What follows belongs to an exercise in optimizing a design on an open flow for small area, a short achievable clock period and few clock cycles per item; a production flow would make more cautious choices. Function was checked by simulation only, so behaviour that the tests miss may differ from the original. No activity file was given, so power comes from the tool's default toggle rates.

--- flow/config.mk ---
export PLATFORM = sky130hd
export DESIGN_NAME = cct_two_channel_led_mixer_unit
export DESIGN_NICKNAME = cct_two_channel_led_mixer_unit
export VERILOG_FILES = /design/flow/design.v
export SDC_FILE = /design/flow/constraint.sdc
export NUM_CORES = 4
export LEC_CHECK = 0
export CAP_MARGIN = 20
export CORE_MARGIN = 2
export CORE_UTILIZATION = 40
export SLEW_MARGIN = 20
--- flow/constraint.sdc ---
create_clock -name core_clock -period 8.0 [get_ports {i_clk}]
set_input_delay 1.6000 -clock core_clock [delete_from_list [all_inputs] [get_ports {i_clk}]]
set_output_delay 1.6000 -clock core_clock [all_outputs]
set_load 0.01 [all_outputs]
--- flow/design.v ---
package cmx_pkg;
    localparam int KELVIN_W = 16;
    localparam int MARGIN_W = 10;
    localparam int DUTY_W   = 16;
    localparam int CFG_W    = 16;
    localparam int CFG_IDX_W = 2;
    localparam int DIV_W    = 32;
    localparam int STEP_W   = 5;
    localparam int GAMMA_DIVISOR = 20;
    localparam logic [CFG_IDX_W-1:0] CFG_WARM_KELVIN = 2'd0;
    localparam logic [CFG_IDX_W-1:0] CFG_COLD_KELVIN = 2'd1;
    localparam logic [CFG_IDX_W-1:0] CFG_SNAP_MARGIN = 2'd2;
    localparam logic [CFG_IDX_W-1:0] CFG_PWM_FULL    = 2'd3;
    localparam logic [KELVIN_W-1:0] RST_WARM_KELVIN = 16'd2700;
    localparam logic [KELVIN_W-1:0] RST_COLD_KELVIN = 16'd6500;
    localparam logic [MARGIN_W-1:0] RST_SNAP_MARGIN = 10'd75;
    localparam logic [DUTY_W-1:0]   RST_PWM_FULL    = 16'd1023;
    typedef struct packed {
        logic busy;
        logic done;
    } t_unit_sts;
    typedef struct packed {
        logic              start;
        logic [STEP_W-1:0] steps;
    } t_div_cmd;
endpackage
module cmx_mul #(
    parameter int MW = 17
) (
    input  logic                i_clk,
    input  logic                i_rst_n,
    input  logic                i_start,
    input  logic [MW-1:0]       i_a,
    input  logic [MW-1:0]       i_b,
    output cmx_pkg::t_unit_sts  o_sts,
    output logic [2*MW-1:0]     o_prod
);
    localparam int CW = $clog2(MW + 1);
    logic [2*MW-1:0] r_p;
    logic [MW-1:0]   r_a;
    logic [CW-1:0]   r_cnt;
    logic            r_done;
    logic [MW:0]     sum;
    assign sum = {1'b0, r_p[2*MW-1:MW]} + (r_p[0] ? {1'b0, r_a} : {(MW+1){1'b0}});
    always_ff @(posedge i_clk) begin
        if (!i_rst_n) begin
            r_cnt  <= '0;
            r_done <= 1'b0;
        end else begin
            r_done <= (r_cnt == CW'(1));
            if (i_start) begin
                r_cnt <= CW'(MW);
            end else if (r_cnt != '0) begin
                r_cnt <= r_cnt - CW'(1);
            end
        end
    end
    always_ff @(posedge i_clk) begin
        if (i_start) begin
            r_a <= i_a;
            r_p <= {{MW{1'b0}}, i_b};
        end else if (r_cnt != '0) begin
            r_p <= {sum, r_p[MW-1:1]};
        end
    end
    assign o_sts.busy = (r_cnt != '0);
    assign o_sts.done = r_done;
    assign o_prod     = r_p;
endmodule
module cmx_div #(
    parameter int LOW = 19
) (
    input  logic                            i_clk,
    input  logic                            i_rst_n,
    input  cmx_pkg::t_div_cmd               i_cmd,
    input  logic [cmx_pkg::DIV_W-1:0]       i_rem_init,
    input  logic [LOW-1:0]                  i_lo,
    input  logic [cmx_pkg::DIV_W-1:0]       i_divisor,
    output cmx_pkg::t_unit_sts              o_sts,
    output logic [LOW-1:0]                  o_quot
);
    localparam int DW = cmx_pkg::DIV_W;
    localparam int SW = cmx_pkg::STEP_W;
    logic [DW-1:0] r_rem;
    logic [DW-1:0] r_div;
    logic [LOW-1:0] r_lo;
    logic [LOW-1:0] r_quot;
    logic [SW-1:0] r_cnt;
    logic          r_done;
    logic [DW:0]   rem2;
    logic [DW:0]   diff;
    logic          ge;
    assign rem2 = {r_rem, r_lo[LOW-1]};
    assign diff = rem2 - {1'b0, r_div};
    assign ge   = (rem2 >= {1'b0, r_div});
    always_ff @(posedge i_clk) begin
        if (!i_rst_n) begin
            r_cnt  <= '0;
            r_done <= 1'b0;
        end else begin
            r_done <= (r_cnt == SW'(1));
            if (i_cmd.start) begin
                r_cnt <= i_cmd.steps;
            end else if (r_cnt != '0) begin
                r_cnt <= r_cnt - SW'(1);
            end
        end
    end
    always_ff @(posedge i_clk) begin
        if (i_cmd.start) begin
            r_rem  <= i_rem_init;
            r_div  <= i_divisor;
            r_lo   <= i_lo;
            r_quot <= '0;
        end else if (r_cnt != '0) begin
            r_rem  <= ge ? diff[DW-1:0] : rem2[DW-1:0];
            r_lo   <= {r_lo[LOW-2:0], 1'b0};
            r_quot <= {r_quot[LOW-2:0], ge};
        end
    end
    assign o_sts.busy = (r_cnt != '0);
    assign o_sts.done = r_done;
    assign o_quot     = r_quot;
endmodule
module cct_two_channel_led_mixer_unit #(
    parameter int FRAC_BITS = 16
) (
    input  logic                                i_clk,
    input  logic                                i_rst_n,
    input  logic                                i_cfg_we,
    input  logic [cmx_pkg::CFG_IDX_W-1:0]       i_cfg_idx,
    input  logic [cmx_pkg::CFG_W-1:0]           i_cfg_data,
    input  logic                                i_in_valid,
    output logic                                o_in_ready,
    input  logic                                i_in_light_on,
    input  logic [FRAC_BITS:0]                  i_in_level,
    input  logic [cmx_pkg::KELVIN_W-1:0]        i_in_color_temp,
    output logic                                o_out_valid,
    input  logic                                i_out_ready,
    output logic [cmx_pkg::DUTY_W-1:0]          o_out_warm_duty,
    output logic [cmx_pkg::DUTY_W-1:0]          o_out_cold_duty,
    output logic                                o_out_level_rejected
);
    localparam int LW  = FRAC_BITS + 1;
    localparam int MW  = (FRAC_BITS + 1 > 16) ? FRAC_BITS + 1 : 16;
    localparam int DLW = FRAC_BITS + 3;
    localparam int GW  = FRAC_BITS + 6;
    localparam int KW  = cmx_pkg::KELVIN_W;
    localparam int DW  = cmx_pkg::DIV_W;
    localparam int SW  = cmx_pkg::STEP_W;
    localparam int UW  = cmx_pkg::DUTY_W;
    localparam logic [LW-1:0] ONE       = {1'b1, {FRAC_BITS{1'b0}}};
    localparam logic [GW-1:0] THREE_ONE = GW'(3) << FRAC_BITS;
    localparam logic [3:0] ST_IDLE   = 4'd0;
    localparam logic [3:0] ST_GAM    = 4'd1;
    localparam logic [3:0] ST_GAM_MW = 4'd2;
    localparam logic [3:0] ST_GAM_DW = 4'd3;
    localparam logic [3:0] ST_SHARE  = 4'd4;
    localparam logic [3:0] ST_NUM_W  = 4'd5;
    localparam logic [3:0] ST_DEN    = 4'd6;
    localparam logic [3:0] ST_DEN_W  = 4'd7;
    localparam logic [3:0] ST_QUO    = 4'd8;
    localparam logic [3:0] ST_QUO_W  = 4'd9;
    localparam logic [3:0] ST_DA     = 4'd10;
    localparam logic [3:0] ST_DA_W   = 4'd11;
    localparam logic [3:0] ST_DB     = 4'd12;
    localparam logic [3:0] ST_DB_W   = 4'd13;
    localparam logic [3:0] ST_OUT    = 4'd14;
    logic [KW-1:0]                r_warm_k;
    logic [KW-1:0]                r_cold_k;
    logic [cmx_pkg::MARGIN_W-1:0] r_margin;
    logic [UW-1:0]                r_pwm_full;
    logic [3:0]      r_state;
    logic            r_on;
    logic [LW-1:0]   r_level;
    logic [KW-1:0]   r_ct;
    logic            r_rejected;
    logic [LW-1:0]   r_kept;
    logic [LW-1:0]   r_share;
    logic [2*KW-1:0] r_num;
    logic [2*KW-1:0] r_den;
    logic [LW-1:0]   r_scaled;
    logic            r_chan;
    logic [UW-1:0]   r_warm_duty;
    logic [UW-1:0]   r_cold_duty;
    logic            r_out_valid;
    logic [UW-1:0]   r_out_warm;
    logic [UW-1:0]   r_out_cold;
    logic            r_out_rej;
    logic               mul_start;
    logic [MW-1:0]      mul_a;
    logic [MW-1:0]      mul_b;
    cmx_pkg::t_unit_sts mul_sts;
    logic [2*MW-1:0]    mul_prod;
    cmx_pkg::t_div_cmd  div_cmd;
    logic [DW-1:0]      div_rem;
    logic [DLW-1:0]     div_lo;
    logic [DW-1:0]      div_den;
    cmx_pkg::t_unit_sts div_sts;
    logic [DLW-1:0]     div_quot;
    logic [GW-1:0]   level_x20;
    logic [DLW-1:0]  level_x3;
    logic            gamma_square;
    logic [KW:0]     warm_plus_m;
    logic [KW:0]     ct_plus_m;
    logic [LW-1:0]   chan_share;
    logic            out_free;
    assign level_x20    = (GW'(r_level) << 4) + (GW'(r_level) << 2);
    assign level_x3     = (DLW'(r_level) << 1) + DLW'(r_level);
    assign gamma_square = (level_x20 > THREE_ONE);
    assign warm_plus_m  = {1'b0, r_warm_k} + (KW+1)'(r_margin);
    assign ct_plus_m    = {1'b0, r_ct} + (KW+1)'(r_margin);
    assign chan_share   = r_chan ? r_share : (ONE - r_share);
    assign out_free     = !r_out_valid || i_out_ready;
    cmx_mul #(.MW(MW)) u_mul (
        .i_clk   (i_clk),
        .i_rst_n (i_rst_n),
        .i_start (mul_start),
        .i_a     (mul_a),
        .i_b     (mul_b),
        .o_sts   (mul_sts),
        .o_prod  (mul_prod)
    );
    cmx_div #(.LOW(DLW)) u_div (
        .i_clk      (i_clk),
        .i_rst_n    (i_rst_n),
        .i_cmd      (div_cmd),
        .i_rem_init (div_rem),
        .i_lo       (div_lo),
        .i_divisor  (div_den),
        .o_sts      (div_sts),
        .o_quot     (div_quot)
    );
    always_comb begin
        mul_start     = 1'b0;
        mul_a         = MW'(r_level);
        mul_b         = MW'(r_level);
        div_cmd.start = 1'b0;
        div_cmd.steps = SW'(DLW);
        div_rem       = '0;
        div_lo        = level_x3;
        div_den       = DW'(cmx_pkg::GAMMA_DIVISOR);
        case (r_state)
            ST_GAM: begin
                mul_start     = !r_rejected && gamma_square;
                div_cmd.start = !r_rejected && !gamma_square;
            end
            ST_SHARE: begin
                mul_start = r_on && (r_cold_k > r_warm_k)
                            && ({1'b0, r_ct} > warm_plus_m)
                            && (ct_plus_m < {1'b0, r_cold_k});
                mul_a     = MW'(r_cold_k);
                mul_b     = MW'(r_ct - r_warm_k);
            end
            ST_DEN: begin
                mul_start = 1'b1;
                mul_a     = MW'(r_ct);
                mul_b     = MW'(r_cold_k - r_warm_k);
            end
            ST_QUO: begin
                div_cmd.start = (r_num < r_den);
                div_cmd.steps = SW'(FRAC_BITS);
                div_rem       = DW'(r_num);
                div_lo        = '0;
                div_den       = DW'(r_den);
            end
            ST_DA: begin
                mul_start = 1'b1;
                mul_a     = MW'(chan_share);
                mul_b     = MW'(r_kept);
            end
            ST_DB: begin
                mul_start = 1'b1;
                mul_a     = MW'(r_scaled);
                mul_b     = MW'(r_pwm_full);
            end
            default: begin
            end
        endcase
    end
    always_ff @(posedge i_clk) begin
        if (!i_rst_n) begin
            r_warm_k   <= cmx_pkg::RST_WARM_KELVIN;
            r_cold_k   <= cmx_pkg::RST_COLD_KELVIN;
            r_margin   <= cmx_pkg::RST_SNAP_MARGIN;
            r_pwm_full <= cmx_pkg::RST_PWM_FULL;
        end else if (i_cfg_we) begin
            case (i_cfg_idx)
                cmx_pkg::CFG_WARM_KELVIN: r_warm_k   <= i_cfg_data;
                cmx_pkg::CFG_COLD_KELVIN: r_cold_k   <= i_cfg_data;
                cmx_pkg::CFG_SNAP_MARGIN: r_margin   <= i_cfg_data[cmx_pkg::MARGIN_W-1:0];
                cmx_pkg::CFG_PWM_FULL:    r_pwm_full <= i_cfg_data;
                default: begin
                end
            endcase
        end
    end
    always_ff @(posedge i_clk) begin
        if (!i_rst_n) begin
            r_state     <= ST_IDLE;
            r_kept      <= '0;
            r_out_valid <= 1'b0;
        end else begin
            if (r_state == ST_OUT && out_free) begin
                r_out_valid <= 1'b1;
            end else if (i_out_ready) begin
                r_out_valid <= 1'b0;
            end
            case (r_state)
                ST_IDLE: begin
                    if (i_in_valid) begin
                        r_state <= ST_GAM;
                    end
                end
                ST_GAM: begin
                    if (r_rejected) begin
                        r_state <= ST_SHARE;
                    end else if (gamma_square) begin
                        r_state <= ST_GAM_MW;
                    end else begin
                        r_state <= ST_GAM_DW;
                    end
                end
                ST_GAM_MW: begin
                    if (mul_sts.done) begin
                        r_kept  <= mul_prod[FRAC_BITS +: LW];
                        r_state <= ST_SHARE;
                    end
                end
                ST_GAM_DW: begin
                    if (div_sts.done) begin
                        r_kept  <= div_quot[LW-1:0];
                        r_state <= ST_SHARE;
                    end
                end
                ST_SHARE: begin
                    if (!r_on) begin
                        r_state <= ST_OUT;
                    end else if (mul_start) begin
                        r_state <= ST_NUM_W;
                    end else begin
                        r_state <= ST_DA;
                    end
                end
                ST_NUM_W: begin
                    if (mul_sts.done) begin
                        r_state <= ST_DEN;
                    end
                end
                ST_DEN: begin
                    r_state <= ST_DEN_W;
                end
                ST_DEN_W: begin
                    if (mul_sts.done) begin
                        r_state <= ST_QUO;
                    end
                end
                ST_QUO: begin
                    r_state <= div_cmd.start ? ST_QUO_W : ST_DA;
                end
                ST_QUO_W: begin
                    if (div_sts.done) begin
                        r_state <= ST_DA;
                    end
                end
                ST_DA: begin
                    r_state <= ST_DA_W;
                end
                ST_DA_W: begin
                    if (mul_sts.done) begin
                        r_state <= ST_DB;
                    end
                end
                ST_DB: begin
                    r_state <= ST_DB_W;
                end
                ST_DB_W: begin
                    if (mul_sts.done) begin
                        r_state <= r_chan ? ST_OUT : ST_DA;
                    end
                end
                ST_OUT: begin
                    if (out_free) begin
                        r_state <= ST_IDLE;
                    end
                end
                default: begin
                    r_state <= ST_IDLE;
                end
            endcase
        end
    end
    always_ff @(posedge i_clk) begin
        case (r_state)
            ST_IDLE: begin
                r_on        <= i_in_light_on;
                r_level     <= i_in_level;
                r_ct        <= i_in_color_temp;
                r_rejected  <= i_in_level[FRAC_BITS] && (|i_in_level[FRAC_BITS-1:0]);
                r_chan      <= 1'b0;
                r_warm_duty <= '0;
                r_cold_duty <= '0;
            end
            ST_SHARE: begin
                if (r_cold_k <= r_warm_k || {1'b0, r_ct} <= warm_plus_m) begin
                    r_share <= '0;
                end else begin
                    r_share <= ONE;
                end
            end
            ST_NUM_W: begin
                if (mul_sts.done) begin
                    r_num <= mul_prod[2*KW-1:0];
                end
            end
            ST_DEN_W: begin
                if (mul_sts.done) begin
                    r_den <= mul_prod[2*KW-1:0];
                end
            end
            ST_QUO: begin
                if (!div_cmd.start) begin
                    r_share <= ONE;
                end
            end
            ST_QUO_W: begin
                if (div_sts.done) begin
                    r_share <= {1'b0, div_quot[FRAC_BITS-1:0]};
                end
            end
            ST_DA_W: begin
                if (mul_sts.done) begin
                    r_scaled <= mul_prod[FRAC_BITS +: LW];
                end
            end
            ST_DB_W: begin
                if (mul_sts.done) begin
                    if (r_chan) begin
                        r_cold_duty <= mul_prod[FRAC_BITS +: UW];
                    end else begin
                        r_warm_duty <= mul_prod[FRAC_BITS +: UW];
                    end
                    r_chan <= 1'b1;
                end
            end
            ST_OUT: begin
                if (out_free) begin
                    r_out_warm <= r_warm_duty;
                    r_out_cold <= r_cold_duty;
                    r_out_rej  <= r_rejected;
                end
            end
            default: begin
            end
        endcase
    end
    assign o_in_ready           = (r_state == ST_IDLE);
    assign o_out_valid          = r_out_valid;
    assign o_out_warm_duty      = r_out_warm;
    assign o_out_cold_duty      = r_out_cold;
    assign o_out_level_rejected = r_out_rej;
endmodule
--- flow/run.sh ---
#!/bin/bash
# synth_recipe.tcl (not shown) runs the flow's synth.tcl, then flattens the netlist and writes it again
# the make line also repeats each setting of config.mk as NAME=value (left out here)
make -C /OpenROAD-flow-scripts/flow DESIGN_CONFIG=/design/flow/config.mk WORK_HOME=/design/flow/orfs CLKGATE_MAP_FILE= SYNTH_SCRIPT=/design/flow/synth_recipe.tcl finish
==> flow_metrics.env <==
export IMPL_setup_tns_ps=0
export IMPL_slew_headroom_pct=27.2
export IMPL_startpoint_type="register"
export IMPL_wl_um=71900
export IMPL_critPathKind="reg -> reg"
export IMPL_arrival_ps=6490
export IMPL_hpwlAfterDp_um=53600
export IMPL_synth_area_top_cells="edfxtp_1, ha_1, dfxtp_1"
export IMPL_wl_met2_um=34800
export IMPL_globalRouteTotalUtil_pct=21.6
export IMPL_globalRouteOverflowTotal=0
export IMPL_final_antenna_net_count=0
export IMPL_crit_chain="ha_1 > a21o_1 > a21oi_1 > o21bai_1 > a21oi_1 > o21bai_1 > a21o_1 > a311oi_1 > o21ai_0 > nand2_1 > xnor2_1 > ha_1 > nand3_1 > nor3_1 > a211oi_1 > or4_1 > a211oi_1 > a21oi_1 > a21bo_2 > or2_1"
export IMPL_crit_path_frequent_cell="a21oi_1"
export IMPL_cts_tree="done"
export IMPL_synth_seq_cells=442
export IMPL_grt_max_degree=63
export IMPL_ioPinCount=92
export IMPL_utilization_pct=45.9
export IMPL_die_h_um=255
export IMPL_stdcell_count=3459
export IMPL_place_congestion=0.931
export IMPL_post_cts_buffers=0
export IMPL_syn_inst=2505
export IMPL_min_path_cells=0
export IMPL_cts_buffer_depth=3
export IMPL_finalCritPeriodShare_pct=78.5
export IMPL_rr_startpoint="r_margin[1]"
export IMPL_die_width_um=255
export IMPL_cts_buffers=49
export IMPL_ir_drop_uv=238
export IMPL_drive_above_1_share_pct=6.12
export IMPL_cp_top_family="compound AO/OA/AOI/OAI gates"
export IMPL_synth_edf_count=316
export IMPL_rsz0062_at_grt="no"
export IMPL_p_leak_uw=0.0112
export IMPL_cts_sinks=442
export IMPL_ys_seq_area_share_pct=47.5
export IMPL_drv_cap=0
export IMPL_drt_pass1_iter_count=10
export IMPL_slew_violations=0
export IMPL_nets=2842
export IMPL_synth_nets=2774
export IMPL_netlist_area_um2=25300
export IMPL_synth_top_area_share_pct=37.6
export IMPL_critPathBufInv=0
export IMPL_fillers=5805
export IMPL_critical_path_max_fanout=22
export IMPL_port_buffers=91
export IMPL_ctsResizeCount=0
export IMPL_drtIter0Drc=1815
export IMPL_status="finished clean"
export IMPL_core_area_um2=62700
export IMPL_worstHoldStart="r_cold_duty[12]"
export IMPL_synth_distinct_cells=81
export IMPL_grt_pass1_vias=18900
export IMPL_cp_required_ps=8210
export IMPL_final_cell_mix="edfxtp_1, nand2_1, ha_1, a21oi_1, nor2_1"
export IMPL_layout_commonest_cell="edfxtp_1"
export IMPL_endpoint_kind="register"
export IMPL_yosysTopAreaCell="edfxtp_1"
export IMPL_htreeDepth=2
export IMPL_skew_ps=26.5
export IMPL_synthArstFlopShare_pct=0
export IMPL_whs_ps=419
export IMPL_reg2reg_depth=20
export IMPL_grt_antenna_before_repair=2
export IMPL_vias_per_cell=5.61
export IMPL_core_rowCount=92
export IMPL_cellPowerDensity_nw_per_um2=405
export IMPL_fmax_ghz=0.159
export IMPL_crit_slowest_cell="a21bo_2"
export IMPL_multi_input_area_um2=12400
export IMPL_post_route_min_period_ps=6280
export IMPL_reg2reg_slack_ps=1720
export IMPL_max_stage_delay_ps=690
export IMPL_initial_utilization_pct=40.3
export IMPL_wl_per_cell_um=20.8
export IMPL_drc=0
export IMPL_holdPathEnd="r_out_cold[12]"
export IMPL_clk_latency_ps=600
export IMPL_r2r_end="u_mul.r_p[14]"
export IMPL_num_antenna_cells=0
export IMPL_dp_cells=3368
export IMPL_wl_met1_um=31400
export IMPL_dieArea_um2=65200
export IMPL_grt_pass1_wl_um=110000
export IMPL_postSynthAreaPerCell_um2=10.1
export IMPL_hold_path_class="reg -> reg"
export IMPL_via_count=19400
export IMPL_register_area_um2=12000
export IMPL_area_delta_synth_final_pct=14.0
export IMPL_cts_hold_buf=0
export IMPL_synth_ff_type="edfxtp_1"
export IMPL_yosys_warnings=3
export IMPL_final_hold_viol_count=0
export IMPL_finalSetupViolCount=0
export IMPL_wl_met3_um=3710
export IMPL_top_layer_used="met5"
export IMPL_crit_cells=20
export IMPL_cts_root_buf="clkbuf_16"
export IMPL_tightest_slew_ps=1090
export IMPL_path_clk_slew_ps=60
cells by family after synthesis:
| logic type | after synthesis | synth area share, % |
|---|---|---|
| AND/OR/NAND/NOR | 788 | 14.5 |
| AO/OA/AOI/OAI | 632 | 16.6 |
| flip-flops | 442 | 47.5 |
| buffers and inverters | 258 | 3.97 |
| adder cells (fa/ha/maj) | 212 | 10.7 |
| XOR/XNOR | 120 | 4.16 |
| multiplexers | 53 | 2.42 |
where the power goes:
part	total (uW)	leakage [uW]	internal (uW)	switching [uW]
combinational	5210	0.00633	2120	3080
clock	2350	0.000827	1400	949
sequential	4090	0.00406	3390	697
total	11600	0.0112	6920	4730
worst max-delay path by stage:
stage | startpoint | endpoint | slack, ps
detailed placement | r_margin[1] | u_mul.r_p[5] | 1760
global placement | r_margin[1] | u_mul.r_p[8] | 1960
floorplan | r_margin[1] | u_mul.r_p[0] | 2840
global route | r_margin[1] | u_mul.r_p[5] | 1140
CTS | r_margin[1] | u_mul.r_p[5] | 1740
finish | r_margin[1] | u_mul.r_p[14] | 1720
cell type report:
cell class,count,share of cell area (%)
Multi-Input combinational cell,1805,42.9
Sequential cell,442,41.7
Clock buffer,67,4.89
Timing Repair Buffer,114,3.76
Tap cell,846,3.68
Inverter,161,2.10
Clock inverter,24,0.978
stage by stage:
step                power (uW)  instance area (um^2)  setup WS, ps
detailed placement        9270                 27100          1760
CTS                      11700                 28800          1740
finish                   11600                 28800          1720
floorplan                 7740                 25300          2840
global route             12400                 28800          1140
global placement          9150                 27100          1960
metal layers:
layer  up-vias  GRT usage (%)
met5         -              0
met4         2           6.91
met3       110           2.89
met2       552           36.9
met1      9409           28.2
li1       9320              -
sequential cells by signal, indices dropped and copies added (netlist names), 10 cells and up:
| name | cells |
|---|---|
| r_cold_duty | 16 |
| r_cold_k | 16 |
| r_ct | 16 |
| r_den | 32 |
| r_kept | 17 |
| r_level | 17 |
| r_margin | 10 |
| r_num | 32 |
| r_out_cold | 16 |
| r_out_warm | 16 |
| r_pwm_full | 16 |
| r_scaled | 17 |
| r_share | 17 |
| r_warm_duty | 16 |
| r_warm_k | 16 |
| u_div.r_div | 32 |
| u_div.r_lo | 19 |
| u_div.r_quot | 17 |
| u_div.r_rem | 32 |
| u_mul.r_a | 17 |
| u_mul.r_p | 34 |
cell usage after synthesis (all sizes together), types with 5 or more instances:
library cell,n
and2,59
o211ai,39
a21o,60
or3,7
nor3b,9
nand2b,28
mux2,22
fa,8
nor3,55
a222oi,26
o21ai,104
xnor2,77
buf,21
mux2i,31
o22ai,5
a21oi,188
clkbuf,76
edfxtp,316
ha,204
dfxtp,126
a211oi,46
a21boi,5
o221ai,8
a22oi,13
nor2b,25
o2bb2ai,15
o21a,20
o31ai,6
and3,22
o21bai,16
xor2,43
nand3,51
a2111oi,9
a31oi,17
nand4,14
nor2,190
a211o,5
inv,160
o2111ai,9
nand2,284
nor4,16
or2,9
Testbench counts, summed over its fixed seeds: cycles 314,182, items 2,400.

## separate check: timing with driven ports
How much do the figures lean on ideal ports? The routed layout below was timed once more, with nothing changed but the port constraints.
Step 1 (the two cells are an assumption about what drives the block):
set clk [get_ports {i_clk}]
set_driving_cell -lib_cell sky130_fd_sc_hd__clkbuf_16 $clk
set_driving_cell -lib_cell sky130_fd_sc_hd__buf_2 [delete_from_list [all_inputs] $clk]
Step 2 also shifts input and output timing later by t, the mid clock arrival at the registers, as if the neighbouring blocks saw the same clock.
Three values: no drivers, after step 1, after step 2; two values: the first two.
shift t [ns]: 0.644
setup slack, ns: 1.717 / 1.717 / 1.717
slew at the worst register clock pin (ns): 0.07 / 0.07
After both steps this run still meets setup and hold. For this run, drivers alone change the setup slack by 0.000 ns; drivers and shift together by 0.000 ns.
